What follows belongs to an exercise in optimizing a design on an open flow for small area; a production flow would make more cautious choices.
The RTL was checked by simulation tests, not by an equivalence proof against the original design.
Power is estimated from default activity; no workload was simulated.

==> flow/design.v <==
module dram_mem_arbiter #(
    parameter int NUM_PORTS  = 4,
    parameter int ADDR_WIDTH = 32,
    parameter int DATA_WIDTH = 144,
    parameter int BE_WIDTH   = 18,
    parameter int TAG_WIDTH  = 32,
    parameter int RD_DEPTH   = 16
) (
    input  logic                            Mem_Clk,
    input  logic                            Mem_Rst,
    output logic                            dram_reset,
    output logic [ADDR_WIDTH-1:0]           dram_address,
    output logic                            dram_rnw,
    output logic                            dram_cmd_en,
    input  logic                            dram_ready,
    output logic [DATA_WIDTH-1:0]           dram_data_o,
    output logic [BE_WIDTH-1:0]             dram_byte_enable,
    input  logic [DATA_WIDTH-1:0]           dram_data_i,
    input  logic                            dram_data_valid,
    input  logic [NUM_PORTS*ADDR_WIDTH-1:0] Mem_Cmd_Address,
    input  logic [NUM_PORTS-1:0]            Mem_Cmd_RNW,
    input  logic [NUM_PORTS-1:0]            Mem_Cmd_Valid,
    input  logic [NUM_PORTS*TAG_WIDTH-1:0]  Mem_Cmd_Tag,
    output logic [NUM_PORTS-1:0]            Mem_Cmd_Ack,
    input  logic [NUM_PORTS*DATA_WIDTH-1:0] Mem_Wr_Din,
    input  logic [NUM_PORTS*BE_WIDTH-1:0]   Mem_Wr_BE,
    output logic [DATA_WIDTH-1:0]           Mem_Rd_Dout,
    output logic [TAG_WIDTH-1:0]            Mem_Rd_Tag,
    output logic [NUM_PORTS-1:0]            Mem_Rd_Valid,
    input  logic [NUM_PORTS-1:0]            Mem_Rd_Ack,
    output logic                            arb_error
);
    localparam int PW = (NUM_PORTS > 1) ? $clog2(NUM_PORTS) : 1;
    localparam int FW = $clog2(RD_DEPTH);
    localparam int TW = PW + TAG_WIDTH;            
    localparam int CMDW = 1 + ADDR_WIDTH + DATA_WIDTH + BE_WIDTH;
    logic                  cmd_en, dram_reset_q, err_q;
    logic [CMDW-1:0]       cmd_q;
    logic [PW-1:0]         rr_start;
    logic [FW:0]           alloc_p, fill_p, head_p;
    logic [RD_DEPTH-1:0]   head_oh;
    logic                  cmd_free, credit, pending, ready_any;
    logic                  grant_any, grant_read, fill, pop;
    logic [PW-1:0]         grant_idx, head_port;
    logic [NUM_PORTS-1:0]  eligible, gnt;
    logic [RD_DEPTH*TW-1:0]         tp_mem;    
    logic [RD_DEPTH*DATA_WIDTH-1:0] dat_mem;
    logic [RD_DEPTH-1:0]            alloc_sel, fill_sel, head_sel;
    logic [TW-1:0]                  tp_in, tp_head;
    logic [DATA_WIDTH-1:0]          dat_head;
    logic [CMDW-1:0]                cmd_d;
    assign cmd_free  = !cmd_en || dram_ready;
    assign credit    = (alloc_p ^ head_p) != {1'b1, {FW{1'b0}}};
    assign pending   = alloc_p != fill_p;
    assign ready_any = fill_p != head_p;
    always_comb begin
        for (int p = 0; p < NUM_PORTS; p++)
            eligible[p] = Mem_Cmd_Valid[p] && (!Mem_Cmd_RNW[p] || credit);
    end
    always_comb begin
        grant_any = 1'b0;
        grant_idx = '0;
        for (int i = 0; i < NUM_PORTS; i++) begin
            logic [PW-1:0] c;
            c = rr_start + PW'(i);
            if (!grant_any && eligible[c]) begin
                grant_any = 1'b1;
                grant_idx = c;
            end
        end
        if (Mem_Rst || !cmd_free) grant_any = 1'b0;
        gnt = '0;
        if (grant_any) gnt[grant_idx] = 1'b1;
    end
    assign Mem_Cmd_Ack = gnt;
    assign grant_read  = |(gnt & Mem_Cmd_RNW);
    assign fill        = dram_data_valid && pending;
    always_comb begin
        cmd_d = {CMDW{cmd_en && !dram_ready}} & cmd_q;
        for (int p = 0; p < NUM_PORTS; p++)
            cmd_d |= {CMDW{gnt[p]}} & {Mem_Cmd_RNW[p],
                                       Mem_Cmd_Address[p*ADDR_WIDTH +: ADDR_WIDTH],
                                       Mem_Wr_Din[p*DATA_WIDTH +: DATA_WIDTH],
                                       Mem_Wr_BE[p*BE_WIDTH +: BE_WIDTH]};
        tp_in = '0;
        for (int p = 0; p < NUM_PORTS; p++)
            tp_in |= {TW{gnt[p]}} & {PW'(p), Mem_Cmd_Tag[p*TAG_WIDTH +: TAG_WIDTH]};
    end
    always_comb begin
        for (int i = 0; i < RD_DEPTH; i++) begin
            alloc_sel[i] = alloc_p[FW-1:0] == FW'(i);
            fill_sel[i]  = fill_p[FW-1:0] == FW'(i);
            head_sel[i]  = head_oh[i];
        end
    end
    always_comb begin
        tp_head  = '0;
        dat_head = '0;
        for (int i = 0; i < RD_DEPTH; i++) begin
            tp_head  |= {TW{head_sel[i]}} & tp_mem[i*TW +: TW];
            dat_head |= {DATA_WIDTH{head_sel[i]}} & dat_mem[i*DATA_WIDTH +: DATA_WIDTH];
        end
    end
    assign head_port = tp_head[TW-1 -: PW];
    assign pop       = ready_any && Mem_Rd_Ack[head_port];
    always_comb begin
        for (int p = 0; p < NUM_PORTS; p++)
            Mem_Rd_Valid[p] = ready_any && head_port == PW'(p);
    end
    assign Mem_Rd_Dout = dat_head;
    assign Mem_Rd_Tag  = tp_head[TAG_WIDTH-1:0];
    assign dram_reset  = dram_reset_q;
    assign dram_cmd_en = cmd_en;
    assign {dram_rnw, dram_address, dram_data_o, dram_byte_enable} = cmd_q;
    assign arb_error   = err_q;
    always_ff @(posedge Mem_Clk) begin
        dram_reset_q <= Mem_Rst;
        cmd_q        <= cmd_d;
        if (Mem_Rst) begin
            cmd_en   <= 1'b0;
            rr_start <= '0;
            alloc_p  <= '0;
            fill_p   <= '0;
            head_p   <= '0;
            head_oh  <= RD_DEPTH'(1);
            err_q    <= 1'b0;
        end else begin
            if (grant_any) begin
                cmd_en   <= 1'b1;
                rr_start <= grant_idx + 1'b1;
            end else if (dram_ready) begin
                cmd_en <= 1'b0;
            end
            if (grant_read) alloc_p <= alloc_p + 1'b1;
            if (fill)       fill_p  <= fill_p + 1'b1;
            if (pop) begin
                head_p  <= head_p + 1'b1;
                head_oh <= {head_oh[RD_DEPTH-2:0], head_oh[RD_DEPTH-1]};
            end
            if (dram_data_valid && !pending) err_q <= 1'b1;
        end
    end
    always_ff @(posedge Mem_Clk) begin
        for (int i = 0; i < RD_DEPTH; i++) begin
            if (grant_read && alloc_sel[i]) tp_mem[i*TW +: TW] <= tp_in;
            if (fill && fill_sel[i])        dat_mem[i*DATA_WIDTH +: DATA_WIDTH] <= dram_data_i;
        end
    end
endmodule
export LEC_CHECK = 0
export CAP_MARGIN = 20
export CORE_MARGIN = 2
export CORE_UTILIZATION = 55
export CTS_BUF_LIST = sky130_fd_sc_hd__clkbuf_16
export CTS_CLUSTER_DIAMETER = 60
export CTS_CLUSTER_SIZE = 20
export SLEW_MARGIN = 20
create_clock -name core_clock -period 7.0 [get_ports {Mem_Clk}]
standard.sh (not shown) runs the stock make flow with config.mk's settings and CLKGATE_MAP_FILE= SYNTH_SCRIPT=/design/flow/synth_recipe.tcl, a recipe that flattens the netlist after the stock synthesis.
==> flow/flow/run.sh <==
#!/bin/bash
# Standard ORFS layout (the standard.sh, unchanged synthesis), except that
# the port buffers use the smallest buffer cell instead of the one buffer_ports
# picks by default, and the antenna repair after detailed routing may take up
# to 10 rounds instead of 5. The whole make output goes to flow_make.log here;
# ORFS also keeps each step's own log under orfs/logs.
set -euo pipefail
bash standard.sh 'BUFFER_PORTS_ARGS=-buffer_cell sky130_fd_sc_hd__buf_1' MAX_REPAIR_ANTENNAS_ITER_DRT=10 finish > flow_make.log 2>&1
The starting point finished clean.
Change:
==> flow/flow/run.sh (replaced) <==
#!/bin/bash
# Standard ORFS layout (the standard.sh, unchanged synthesis), except that
# the port buffers use the smallest buffer cell instead of the one buffer_ports
# picks by default. The whole make output goes to flow_make.log here; ORFS
# also keeps each step's own log under orfs/logs.
set -euo pipefail
bash standard.sh 'BUFFER_PORTS_ARGS=-buffer_cell sky130_fd_sc_hd__buf_1' finish > flow_make.log 2>&1
- CORE_UTILIZATION: 55 -> 60
- CTS_BUF_LIST: sky130_fd_sc_hd__clkbuf_16 -> not set
- CTS_CLUSTER_DIAMETER: 60 -> not set
- CTS_CLUSTER_SIZE: 20 -> not set
Result: The changed run finished clean; die area shrinks by about 8%; utilization grows by 7.5 points; power grows by 13%; final cell count grows by 0.46%; area after synthesis stays the same; combinational power grows by about 4%; design area grows by 2.7%.
Change:
- CTS_BUF_LIST: not set -> sky130_fd_sc_hd__clkbuf_16
- CTS_CLUSTER_DIAMETER: not set -> 60
- CTS_CLUSTER_SIZE: not set -> 20
Result:
- The new run finished but fails on antenna violations
- sequential power is about the same
- setup slack is better by 0.12 ns
- area after synthesis is unchanged

## port drivers added, routing unchanged
Ports are ideal in the flow. The routed layouts listed here were re-timed in OpenROAD. Step 1 (the two cells are an assumption about what drives the block):
set clk [get_ports {Mem_Clk}]
set_driving_cell -lib_cell sky130_fd_sc_hd__clkbuf_16 $clk
set_driving_cell -lib_cell sky130_fd_sc_hd__buf_2 [delete_from_list [all_inputs] $clk]
Step 2 adds t to the input delays and takes it off the output delays; t is the mean of the earliest and latest rising clock arrival at the registers after step 1. Input paths then give back, and output paths get back, about the clock's delay inside the block. a / b / c = ideal ports / drivers / drivers and shift; a / b = the first two.
run	t, ns	slack for setup (ns)	slew at the worst register clock pin (ns)
the first run	0.970	1.362 / 1.262 / 1.070	0.09 / 0.09
the second run	1.015	0.983 / 0.887 / 1.196	0.07 / 0.07
the third run	0.949	1.105 / 1.006 / 1.310	0.09 / 0.09
The setup slack of the first run, which loses most, moves by -0.100 ns with the drivers and by -0.292 ns with both steps.
